Source: an optimization exercise on an open RTL-to-GDS flow (aim: a short achievable clock period and few clock cycles). Production flows keep margins and buffers that such runs may drop. Function was checked by simulation only, so behaviour that the tests miss may differ from the original. Power and IR drop assume default switching activity.

## flow/design.v

```verilog
package cpuPkg;
	localparam int wordWidth = 8;                   
	typedef logic [wordWidth-1:0] wordT;            
	localparam logic [3:0] opNop = 4'h0;
	localparam logic [3:0] opMov = 4'h1;            
	localparam logic [3:0] opAdd = 4'h2;
	localparam logic [3:0] opSub = 4'h3;
	localparam logic [3:0] opAnd = 4'h4;
	localparam logic [3:0] opOr  = 4'h5;
	localparam logic [3:0] opOut = 4'h6;            
	localparam logic [3:0] opIn  = 4'h7;            
	localparam logic [3:0] opLdm = 4'h8;            
	localparam logic [3:0] opLdd = 4'h9;            
	localparam logic [3:0] opStd = 4'ha;            
	localparam logic [6:0] fnAdd = 7'b0000001;
	localparam logic [6:0] fnSub = 7'b0000010;
	localparam logic [6:0] fnAnd = 7'b0000100;
	localparam logic [6:0] fnOr  = 7'b0001000;
	localparam logic [6:0] fnMov = 7'b0010000;      
	localparam logic [6:0] fnK   = 7'b0100000;      
	localparam logic [6:0] fnLd  = 7'b1000000;      
	typedef struct packed {
		logic       two;                            
		logic       mem;                            
		logic       out;
		logic       st;
		logic       isIn;
		logic [3:0] selA;                           
		logic [3:0] selB;                           
		logic [3:0] we;                             
		logic [3:0] rd;                             
		logic [6:0] fn;
	} decT;
endpackage
module fetchStage (
	input  logic         clk,
	input  logic         arstN,
	input  cpuPkg::wordT instr,                     
	input  cpuPkg::wordT nextByte,                  
	input  cpuPkg::wordT inPort,
	output cpuPkg::wordT pc,
	output logic [3:0]   m1SelAA, m1SelBA,          
	output logic [3:0]   m1SelAB, m1SelBB,
	output logic [3:0]   m1SelX, m1SelY,            
	output logic [3:0]   m1SelOut,                  
	output logic         m1OutV,                    
	output logic [27:0]  m1WrA, m1WrB,              
	output logic [3:0]   m1Hold,                    
	output cpuPkg::wordT m1KA, m1KB,                
	output logic         m1StV,
	output logic [3:0]   m1StSel,                   
	output logic [15:0]  m1Lo, m1Hi,                
	output logic         m1Hit                      
);
	cpuPkg::decT d0, d1, dL, dA, dB;
	decodeStage uDec0 (.ins(instr),    .d(d0));
	decodeStage uDec1 (.ins(nextByte), .d(d1));
	function automatic logic ok(input cpuPkg::decT a, input cpuPkg::decT b);
		ok = ~|(a.we & b.rd) && !(a.mem && b.mem) && !(a.out && b.out) &&
		     !(|a.fn[1:0] && |b.fn[1:0]);
	endfunction
	logic         lv;                               
	logic         vB, keep, keepIn0, step1, immIn0;
	cpuPkg::wordT immA;
	logic       vA, holdL, step0;
	assign vA = 1'b1;
	always_comb begin
		holdL = 1'b0;
		step0 = 1'b0;
		if (!lv) begin
			dA      = d0;
			dB      = d1;
			immA    = nextByte;
			vB      = vA && !d0.two && !d1.two && ok(d0, d1);
			keep    = !vA || (!d0.two && !vB);      
			keepIn0 = !vA;
			step1   = !vA;
		end else if (dL.two) begin
			dA      = dL;
			dB      = d1;
			immA    = instr;
			vB      = vA && !d1.two && ok(dL, d1);
			keep    = !vB;
			keepIn0 = 1'b0;
			step1   = 1'b0;
			holdL   = !vA;
			step0   = !vA;
		end else begin
			dA      = dL;
			dB      = d0;
			immA    = instr;
			vB      = vA && ok(dL, d0);
			keep    = !(vB && d0.two);
			keepIn0 = vA && !vB;
			step1   = vA && !vB;                    
			holdL   = !vA;
			step0   = !vA;
		end
	end
	assign immIn0 = lv && dL.two;
	cpuPkg::wordT pcPlus1, pcPlus2;
	assign pcPlus1 = pc + 8'd1;
	assign pcPlus2 = pc + 8'd2;
	logic       rVA, rVB;
	logic [3:0] rWeA, rWeB;
	logic [6:0] rFnA, rFnB;
	logic       rStA, rStB, rOutA, rOutB;
	always_ff @(posedge clk or negedge arstN) begin
		if (!arstN) begin
			pc     <= '0;
			lv     <= 1'b0;
			rVA    <= 1'b0;
			rVB    <= 1'b0;
		end else begin
			pc     <= step0 ? pc : (step1 ? pcPlus1 : pcPlus2);
			lv     <= keep;
			rVA    <= vA;
			rVB    <= vB;
		end
	end
	always_ff @(posedge clk) begin
		rWeA  <= dA.we;
		rWeB  <= dB.we;
		rFnA  <= dA.fn;
		rFnB  <= dB.fn;
		rStA  <= dA.st;
		rStB  <= dB.st;
		rOutB <= dB.out;
	end
	logic [15:0] nLo, nHi;
	assign nLo = immIn0 ? (16'b1 << instr[3:0]) : (16'b1 << nextByte[3:0]);
	assign nHi = immIn0 ? (16'b1 << instr[7:4]) : (16'b1 << nextByte[7:4]);
	always_comb begin
		for (int i = 0; i < 4; i++) begin
			m1WrA[7*i +: 7] = (rVA && rWeA[i] && !(rVB && rWeB[i])) ? rFnA : 7'b0;
			m1WrB[7*i +: 7] = (rVB && rWeB[i]) ? rFnB : 7'b0;
		end
		m1Hold = ~((rVA ? rWeA : 4'b0) | (rVB ? rWeB : 4'b0));
		m1StV  = (rVA && rStA) || (rVB && rStB);
		m1OutV = (rVA && rOutA) || (rVB && rOutB);
	end
	always_ff @(posedge clk) begin
		dL        <= holdL ? dL : (keepIn0 ? d0 : d1);
		m1SelAA   <= dA.selA;
		m1SelBA   <= dA.selB;
		m1SelAB   <= dB.selA;
		m1SelBB   <= dB.selB;
		m1SelX    <= |dA.fn[1:0] ? dA.selA : dB.selA;
		m1SelY    <= |dA.fn[1:0] ? dA.selB : dB.selB;
		m1SelOut  <= dA.out ? dA.selB : dB.selB;
		rOutA     <= dA.out;
		m1StSel   <= dA.st ? dA.selB : dB.selB;
		m1KA      <= dA.isIn ? inPort : immA;
		m1KB      <= dB.isIn ? inPort : nextByte;   
		m1Lo      <= nLo;
		m1Hi      <= nHi;
		m1Hit     <= m1StV && |(m1Lo & nLo) && |(m1Hi & nHi);
	end
endmodule
module regFile (
	input  logic         clk,
	input  logic         arstN,
	input  logic [31:0]  wdata,                     
	output logic [31:0]  regs                       
);
	always_ff @(posedge clk or negedge arstN) begin
		if (!arstN) regs <= '0;
		else        regs <= wdata;
	end
endmodule
module decodeStage (
	input  cpuPkg::wordT        ins,
	output cpuPkg::decT         d
);
	logic [3:0] op, sa, sb;
	assign op = ins[7:4];
	assign sa = 4'b1 << ins[3:2];
	assign sb = 4'b1 << ins[1:0];
	always_comb begin
		d      = '0;
		d.selA = sa;
		d.selB = sb;
		case (op)
			cpuPkg::opMov: begin d.fn = cpuPkg::fnMov; d.we = sa; d.rd = sb; end
			cpuPkg::opAdd: begin d.fn = cpuPkg::fnAdd; d.we = sa; d.rd = sa | sb; end
			cpuPkg::opSub: begin d.fn = cpuPkg::fnSub; d.we = sa; d.rd = sa | sb; end
			cpuPkg::opAnd: begin d.fn = cpuPkg::fnAnd; d.we = sa; d.rd = sa | sb; end
			cpuPkg::opOr:  begin d.fn = cpuPkg::fnOr;  d.we = sa; d.rd = sa | sb; end
			cpuPkg::opOut: begin d.out = 1'b1; d.rd = sb; end
			cpuPkg::opIn:  begin d.fn = cpuPkg::fnK; d.we = sb; d.isIn = 1'b1; end
			cpuPkg::opLdm: begin d.fn = cpuPkg::fnK; d.we = sb; d.two = 1'b1; end
			cpuPkg::opLdd: begin d.fn = cpuPkg::fnLd; d.we = sb; d.two = 1'b1; d.mem = 1'b1; end
			cpuPkg::opStd: begin d.st = 1'b1; d.rd = sb; d.two = 1'b1; d.mem = 1'b1; end
			default: ;
		endcase
	end
endmodule
module executeStage (
	input  logic         clk,
	input  logic         arstN,
	input  logic [31:0]  regs,                      
	input  logic [3:0]   m1SelAA, m1SelBA,          
	input  logic [3:0]   m1SelAB, m1SelBB,          
	input  logic [3:0]   m1SelX, m1SelY,            
	input  logic [3:0]   m1SelOut,                  
	input  logic         m1OutV,                    
	input  logic [27:0]  m1WrA, m1WrB,              
	input  logic [3:0]   m1Hold,                    
	input  cpuPkg::wordT m1KA, m1KB,                
	input  logic         m1StV,
	input  logic [3:0]   m1StSel,
	input  logic [15:0]  m1Lo, m1Hi,
	input  cpuPkg::wordT ldData,                    
	output logic         exStV,                     
	output logic [15:0]  exLo, exHi,
	output cpuPkg::wordT stData,
	output logic [31:0]  wdata,                     
	output cpuPkg::wordT outPort,
	output logic         outEn
);
	logic [3:0]   hold;
	cpuPkg::wordT kA, kB;
	always_ff @(posedge clk or negedge arstN) begin
		if (!arstN) begin
			hold  <= '1;
			exStV <= 1'b0;
		end else begin
			hold  <= m1Hold;
			exStV <= m1StV;
		end
	end
	always_ff @(posedge clk) begin
		kA     <= m1KA;
		kB     <= m1KB;
		exLo   <= m1Lo;
		exHi   <= m1Hi;
	end
	cpuPkg::wordT aA, bA, aB, bB;                   
	cpuPkg::wordT x, y;                             
	logic [3:0] colSum, colDiff, colLA, colLB, colLd;
	logic [5:2] fnA, fnB;                           
	logic [5:2] m1FnA, m1FnB;
	logic [3:0] m1ColSum, m1ColDiff, m1ColLA, m1ColLB, m1ColLd;
	always_comb begin
		m1FnA = '0;
		m1FnB = '0;
		for (int i = 0; i < 4; i++) begin
			m1ColSum[i]  = m1WrA[7*i + 0] | m1WrB[7*i + 0];
			m1ColDiff[i] = m1WrA[7*i + 1] | m1WrB[7*i + 1];
			m1ColLA[i]   = |m1WrA[7*i + 2 +: 4];
			m1ColLB[i]   = |m1WrB[7*i + 2 +: 4];
			m1ColLd[i]   = m1WrA[7*i + 6] | m1WrB[7*i + 6];
			m1FnA = m1FnA | m1WrA[7*i + 2 +: 4];
			m1FnB = m1FnB | m1WrB[7*i + 2 +: 4];
		end
	end
	always_ff @(posedge clk or negedge arstN) begin
		if (!arstN) begin
			colSum  <= '0;
			colDiff <= '0;
			colLA   <= '0;
			colLB   <= '0;
			colLd   <= '0;
		end else begin
			colSum  <= m1ColSum;
			colDiff <= m1ColDiff;
			colLA   <= m1ColLA;
			colLB   <= m1ColLB;
			colLd   <= m1ColLd;
		end
	end
	always_ff @(posedge clk) begin
		fnA <= m1FnA;
		fnB <= m1FnB;
	end
	cpuPkg::wordT sum, diff, lresA, lresB;
	assign sum   = x + y;                           
	assign diff  = x - y;                           
	assign lresA = ({8{fnA[2]}} & (aA & bA)) | ({8{fnA[3]}} & (aA | bA)) |
	               ({8{fnA[4]}} & bA) | ({8{fnA[5]}} & kA);
	assign lresB = ({8{fnB[2]}} & (aB & bB)) | ({8{fnB[3]}} & (aB | bB)) |
	               ({8{fnB[4]}} & bB) | ({8{fnB[5]}} & kB);
	cpuPkg::wordT rSum, rDiff, rLA, rLB, rLd;
	logic [3:0]   rColSum, rColDiff, rColLA, rColLB, rColLd;
	cpuPkg::wordT rcur [4];                         
	always_ff @(posedge clk) begin
		rSum  <= sum;
		rDiff <= diff;
		rLA   <= lresA;
		rLB   <= lresB;
		rLd   <= ldData;
	end
	always_ff @(posedge clk or negedge arstN) begin
		if (!arstN) begin
			rColSum  <= '0;
			rColDiff <= '0;
			rColLA   <= '0;
			rColLB   <= '0;
			rColLd   <= '0;
		end else begin
			rColSum  <= colSum;
			rColDiff <= colDiff;
			rColLA   <= colLA;
			rColLB   <= colLB;
			rColLd   <= colLd;
		end
	end
	always_comb begin
		for (int i = 0; i < 4; i++) begin
			rcur[i] = ({8{rColSum[i]}} & rSum) | ({8{rColDiff[i]}} & rDiff) |
			          ({8{rColLA[i]}} & rLA) | ({8{rColLB[i]}} & rLB) |
			          ({8{rColLd[i]}} & rLd) |
			          ({8{~(rColSum[i] | rColDiff[i] | rColLA[i] | rColLB[i] | rColLd[i])}} &
			           regs[8*i +: 8]);
		end
	end
	function automatic logic [7:0] after(input logic [3:0] sel);
		logic [7:0] v;
		v = ({8{|(sel & colSum)}} & sum) | ({8{|(sel & colDiff)}} & diff) |
		    ({8{|(sel & colLA)}} & lresA) | ({8{|(sel & colLB)}} & lresB) |
		    ({8{|(sel & colLd)}} & ldData);
		for (int i = 0; i < 4; i++) v = v | ({8{sel[i] & hold[i]}} & rcur[i]);
		after = v;
	endfunction
	always_comb begin
		for (int i = 0; i < 4; i++) wdata[8*i +: 8] = rcur[i];
	end
	always_ff @(posedge clk) begin
		aA <= after(m1SelAA);
		bA <= after(m1SelBA);
		aB <= after(m1SelAB);
		bB <= after(m1SelBB);
		x  <= after(m1SelX);
		y  <= after(m1SelY);
		stData <= after(m1StSel);
	end
	always_ff @(posedge clk or negedge arstN) begin
		if (!arstN) begin
			outEn   <= 1'b0;
			outPort <= '0;
		end else begin
			outEn   <= m1OutV;
			outPort <= after(m1SelOut);
		end
	end
endmodule
module memoryStage (
	input  logic         clk,
	input  logic         we,                        
	input  logic [15:0]  wlo, whi,                  
	input  cpuPkg::wordT wdata,
	input  logic [15:0]  rlo, rhi,                  
	input  logic         hit,                       
	output cpuPkg::wordT rdata                      
);
	cpuPkg::wordT dataMem [256];
	always_ff @(posedge clk) begin
		for (int i = 0; i < 256; i++) begin
			if (we && whi[i / 16] && wlo[i % 16]) dataMem[i] <= wdata;
		end
	end
	cpuPkg::wordT qtr [8];
	cpuPkg::wordT fwdQ;                             
	always_ff @(posedge clk) begin
		for (int q = 0; q < 8; q++) begin
			cpuPkg::wordT g;
			g = '0;
			for (int i = 32*q; i < 32*q + 32; i++) begin
				g = g | ({8{rhi[i / 16] & rlo[i % 16]}} & dataMem[i]);
			end
			qtr[q] <= hit ? '0 : g;
		end
		fwdQ <= hit ? wdata : '0;
	end
	always_comb begin
		rdata = fwdQ;
		for (int q = 0; q < 8; q++) rdata = rdata | qtr[q];
	end
endmodule
module cpuTop #(
	parameter int dataMemDepth = 256                
) (
	input  logic         clk,
	input  logic         arstN,
	input  cpuPkg::wordT instr,                     
	input  cpuPkg::wordT nextByte,                  
	input  cpuPkg::wordT inPort,
	output cpuPkg::wordT pc,
	output cpuPkg::wordT outPort,
	output logic         outEn
);
	logic [3:0]   m1SelAA, m1SelBA, m1SelAB, m1SelBB, m1Hold, m1StSel;
	logic [3:0]   m1SelX, m1SelY, m1SelOut;
	logic         m1OutV, m1StV, exStV, m1Hit;
	logic [27:0]  m1WrA, m1WrB;
	cpuPkg::wordT m1KA, m1KB, stData, ldData;
	logic [15:0]  m1Lo, m1Hi, exLo, exHi;
	logic [31:0]  regs, wdata;
	fetchStage uFetch (
		.clk      (clk),
		.arstN    (arstN),
		.instr    (instr),
		.nextByte (nextByte),
		.inPort   (inPort),
		.pc       (pc),
		.m1SelAA  (m1SelAA),
		.m1SelBA  (m1SelBA),
		.m1SelAB  (m1SelAB),
		.m1SelBB  (m1SelBB),
		.m1SelX   (m1SelX),
		.m1SelY   (m1SelY),
		.m1SelOut (m1SelOut),
		.m1OutV   (m1OutV),
		.m1WrA    (m1WrA),
		.m1WrB    (m1WrB),
		.m1Hold   (m1Hold),
		.m1KA     (m1KA),
		.m1KB     (m1KB),
		.m1StV    (m1StV),
		.m1StSel  (m1StSel),
		.m1Lo     (m1Lo),
		.m1Hi     (m1Hi),
		.m1Hit    (m1Hit)
	);
	regFile uRegFile (
		.clk   (clk),
		.arstN (arstN),
		.wdata (wdata),
		.regs  (regs)
	);
	executeStage uExecute (
		.clk     (clk),
		.arstN   (arstN),
		.regs    (regs),
		.m1SelAA (m1SelAA),
		.m1SelBA (m1SelBA),
		.m1SelAB (m1SelAB),
		.m1SelBB (m1SelBB),
		.m1SelX  (m1SelX),
		.m1SelY  (m1SelY),
		.m1SelOut(m1SelOut),
		.m1OutV  (m1OutV),
		.m1WrA   (m1WrA),
		.m1WrB   (m1WrB),
		.m1Hold  (m1Hold),
		.m1KA    (m1KA),
		.m1KB    (m1KB),
		.m1StV   (m1StV),
		.m1StSel (m1StSel),
		.m1Lo    (m1Lo),
		.m1Hi    (m1Hi),
		.ldData  (ldData),
		.exStV   (exStV),
		.exLo    (exLo),
		.exHi    (exHi),
		.stData  (stData),
		.wdata   (wdata),
		.outPort (outPort),
		.outEn   (outEn)
	);
	memoryStage uMemory (
		.clk   (clk),
		.we    (exStV),
		.wlo   (exLo),
		.whi   (exHi),
		.wdata (stData),
		.rlo   (m1Lo),
		.rhi   (m1Hi),
		.hit   (m1Hit),
		.rdata (ldData)
	);
endmodule
```

## flow/run.sh

```bash
#!/bin/bash
# synth_recipe.tcl (not shown) runs the flow's synth.tcl, then flattens the netlist and writes it again
# the make line also repeats each setting of config.mk as NAME=value (left out here)
make -C /OpenROAD-flow-scripts/flow DESIGN_CONFIG=/design/flow/config.mk WORK_HOME=/design/flow/orfs CLKGATE_MAP_FILE= SYNTH_SCRIPT=/design/flow/synth_recipe.tcl finish
```

## flow/config.mk

```make
export PLATFORM = sky130hd
export DESIGN_NAME = cpuTop
export DESIGN_NICKNAME = cpuTop
export VERILOG_FILES = /design/flow/design.v
export SDC_FILE = /design/flow/constraint.sdc
export NUM_CORES = 4
export LEC_CHECK = 0
export CAP_MARGIN = 20
export CORE_MARGIN = 2
export CORE_UTILIZATION = 28
export SETUP_SLACK_MARGIN = 2.3
export SLEW_MARGIN = 20
```

## flow/constraint.sdc

```tcl
create_clock -name core_clock -period 4.4 [get_ports {clk}]
set_input_delay 0.8800 -clock core_clock [delete_from_list [all_inputs] [get_ports {clk}]]
set_output_delay 0.8800 -clock core_clock [all_outputs]
set_load 0.01 [all_outputs]
```

==> summary.md <==
| Metric | Value |
|---|---|
| Worst Skew | `90.5 ps` |
| RSZ-0062 raised after global routing | `yes` |
| Chip width | `584 um` |
| Clock Tree Root | `clkbuf_16` |
| Setup violators final | `0` |
| Starting Density | `28.2%` |
| Clock insertion delay at the later pin of the skew report | `930 ps` |
| Global-route usage over all layers | `20.7%` |
| Vias per inst | `5.87` |
| Total CTS buffers | `279` |
| Synth cell types | `83` |
| Mapped cell area | `94,100 sq um` |
| Min-Delay Path Class | `in2async` |
| H-Tree Depth | `5` |
| Num ports | `43` |
| Worst Path Max Fanout | `5` |
| Gr ovfl total | `0` |
| Core footprint | `334,000 sq um` |
| Syn Nets | `6,128` |
| Worst R2R Start | `uExecute.x[0]` |
| Post-synth ARST share | `3.88%` |
| Syn Area/Cell | `15.5 sq um` |
| EDFF count, synth | `2,048` |
| Crit Reg-Reg Endpoint | `uExecute.outPort[6]` |
| Initial antenna violation count | `28` |
| Die area | `341,000 sq um` |
| Hold buffer count at CTS | `0` |
| Vias in the first global route | `62,193` |
| Final WL | `375,000 um` |
| IO buf count | `42` |
| Worst Setup End Kind | `flop` |
| FF+latch count, synth | `2,499` |
| Hpwl dp | `191,000 um` |
| Critical Path Start | `uExecute.x[0]` |
| Count of final hold-check violations | `0` |
| Routed wire per std cell | `33.1 um` |
| Die Ht | `584 um` |
| Commonest non-fill, non-tap cell in the layout | `edfxtp_1` |
| FP Rows | `212` |
| CTS tree | `built` |
| Nets | `6,728` |
| Drt first-iter violations | `11,834` |
| P&R area growth vs syn | `27.5%` |
| First-pass GRT wire length | `501,000 um` |
| Tcrit/Tclk final | `55.8%` |
| FMAX | `407 MHz` |
| Yosys warnings | `8` |
| Reg2Reg Setup Slack | `1940 ps` |
| Worst-path clk slew | `60 ps` |
| Slew margin rel. | `21.4%` |
| Depth of the most critical reg-to-reg path | `11` |
| Fin area | `120,000 sq um` |
| Arrival time worst endpoint | `3210 ps` |
| Run status | `no timing/DRC/antenna violations` |
| Synth area leader | `edfxtp_1` |
| Worst setup path end | `uExecute.outPort[6]` |
| Vias | `66,401` |
| Worst-margin pin slew | `1180 ps` |
| Synthesized instance count | `6,084` |
| Residual DRC | `0` |
| CP Class | `reg2reg` |
| Sequential area share after synthesis | `75.5%` |
| Initial DRT Pass Iterations | `10` |
| Peak VDD IR | `0.573 mV` |
| Fin. max-slew vios | `0` |
| Share of cells above drive strength 1 | `29.3%` |
| Placed Area | `101,000 sq um` |
| Critical path startpoint category | `flop` |
| Clock sinks | `2,499` |
| Final setup TNS | `0 ps` |
| Max_cap viols | `0` |
| Worst path required time | `5160 ps` |
| ANT nets after route | `0` |
| PwrDens | `559 nW/um^2` |
| Leakage Power | `41.1 nW` |
| Maximum number of pins on one net before global-route repair | `257` |
| Final GP Congestion | `0.939` |
| Top FF cell, synth | `edfxtp_1` |
| Most frequent cells in the layout | `edfxtp_1, a22oi_1, buf_4` |
| Synth area leaders | `edfxtp_1, dfxtp_1, a22oi_1, dfrtp_1, a22o_1` |
| Number of buffers on the longest clock path | `4` |
| Post-synth top area share | `65.4%` |
| Crit path time final | `2460 ps` |
[kinds of logic (layout without fill, tap and decap cells)]
logic type	Yosys count	in the layout	share of synthesized area, %
flops	2499	2499	75.5
compound gates	1850	1852	15.1
simple gates	1090	1096	6.03
buf+inv	549	1340	2.26
mux	55	55	0.622
xor+xnor	22	23	0.205
fa+ha+maj	18	18	0.255
other cells	1	44	0.00399
[sequential cells by signal, summed over array words and instances, names as in the netlist, 16 cells and up]
| register | cells |
|---|---|
| uFetch.dL | 24 |
| uMemory.dataMem | 2048 |
| uFetch.m1Lo | 16 |
| uMemory.qtr | 64 |
| uFetch.m1Hi | 16 |
| uExecute.exLo | 16 |
| uRegFile.regs | 32 |
| uExecute.exHi | 16 |
[critical path, stage by stage, from the launching register on]
cell,delay (ps)
dfxtp_2,370
inv_2,50
ha_4,160
fa_2,390
inv_2,70
a21oi_2,50
o21bai_1,210
a21o_1,210
a21oi_4,90
xnor2_4,160
buf_12,150
a221o_1,380
[layer usage]
layer  routed length [um]  global-route usage [%]  up-vias  part of all wire, %
li1                     -                       -    26265                    -
met1               140000                    27.5    33797                   37
met2               166000                    31.7     5321                   44
met3                50600                    5.77     1004                   13
met4                17900                    8.16       14                  4.8
met5                  103                       0        -                0.027
[cells in the mapped netlist (all sizes together), types with 19 or more instances]
cell	instances
a221o	19
nand3	204
nor4	19
mux2i	39
inv	107
a22o	239
nor2b	20
a222oi	130
dfrtp	93
o21ai	173
a211oi	25
edfxtp	2048
and3	279
a22oi	688
a21oi	120
a221oi	220
nand2	220
and2	43
o22ai	65
nand4	89
a31oi	34
dfxtp	354
clkbuf	326
o21a	19
a32oi	20
buf	105
nor2	162
[where the power goes]
group | switching (mW) | internal [mW] | total, mW
Clock | 9.42 | 13.0 | 22.4
Sequential | 1.91 | 28.5 | 30.4
Combinational | 9.38 | 4.93 | 14.3
Total | 20.7 | 46.4 | 67.1
[final cells by class]
type	count	area, sq um
Antenna cell	43	108
Clock buffer	361	7560
Clock inverter	120	1050
Fill cell	30898	214000
Inverter	118	483
Multi-Input combinational cell	3045	25100
Sequential cell	2499	71200
Tap cell	4387	5490
Timing Repair Buffer	739	8950
Timing Repair inverter	2	13.8
[how the worst min path moves through the flow]
stage / startpoint / to / slack (ps) / depth (start not counted)
after global routing: arstN / uFetch.lv / 100 / 1
after floorplan: uFetch.m1KA[0] / uExecute.kA[0] / 310 / 0
after CTS: arstN / uFetch.lv / 50 / 1
after global placement: uFetch.m1KA[0] / uExecute.kA[0] / 320 / 0
after detailed placement: uFetch.m1KA[5] / uExecute.kA[5] / 310 / 0
final: arstN / uFetch.lv / 60 / 1
[repair_timing]
action                     4_1_cts  5_1_grt
gates resized for setup        850      566
cloned                          33       23
buffers inserted               344      129
setup endpoints to repair     1679     1524
hold endpoints to repair         0        0
pin swaps                      187      291
[metrics by stage]
step	hold slack, ps	util [%]	setup WS (ps)	instances	power, mW
final	55.8	35.9	1940	11314	67.1
after global routing	100	35.9	1920	11279	68.2
after CTS	51.3	34.8	2000	11119	65.0
after detailed placement	312	30.1	713	10261	39.7
after global placement	322	30.1	721	10260	39.5
after floorplan	310	-	1800	6084	34.1
Testbench counts, summed over its fixed seeds: cycles 16,691.

-- what the ideal ports hide --
How much do the figures lean on ideal ports? The routed layout below was timed once more, with nothing changed but the port constraints.
Step 1 assumes that a clkbuf_16 drives the clock port and a buf_2 every other input.
Step 2 also shifts input and output timing later by t, the mid clock arrival at the registers, as if the neighbouring blocks saw the same clock.
Three values: ideal ports, drivers, drivers and shift; two values: the first two.
t, ns: 0.993
slack for setup (ns): 1.944 / 1.944 / 1.233
hold WS [ns]: 0.056 / -0.016 / 0.331
worst setup path at the end: input to register
slew at the worst register clock pin (ns): 0.07 / 0.07
After both steps this run still meets setup and hold. For this run, drivers alone change the setup slack by 0.000 ns; drivers and shift together by -0.711 ns.
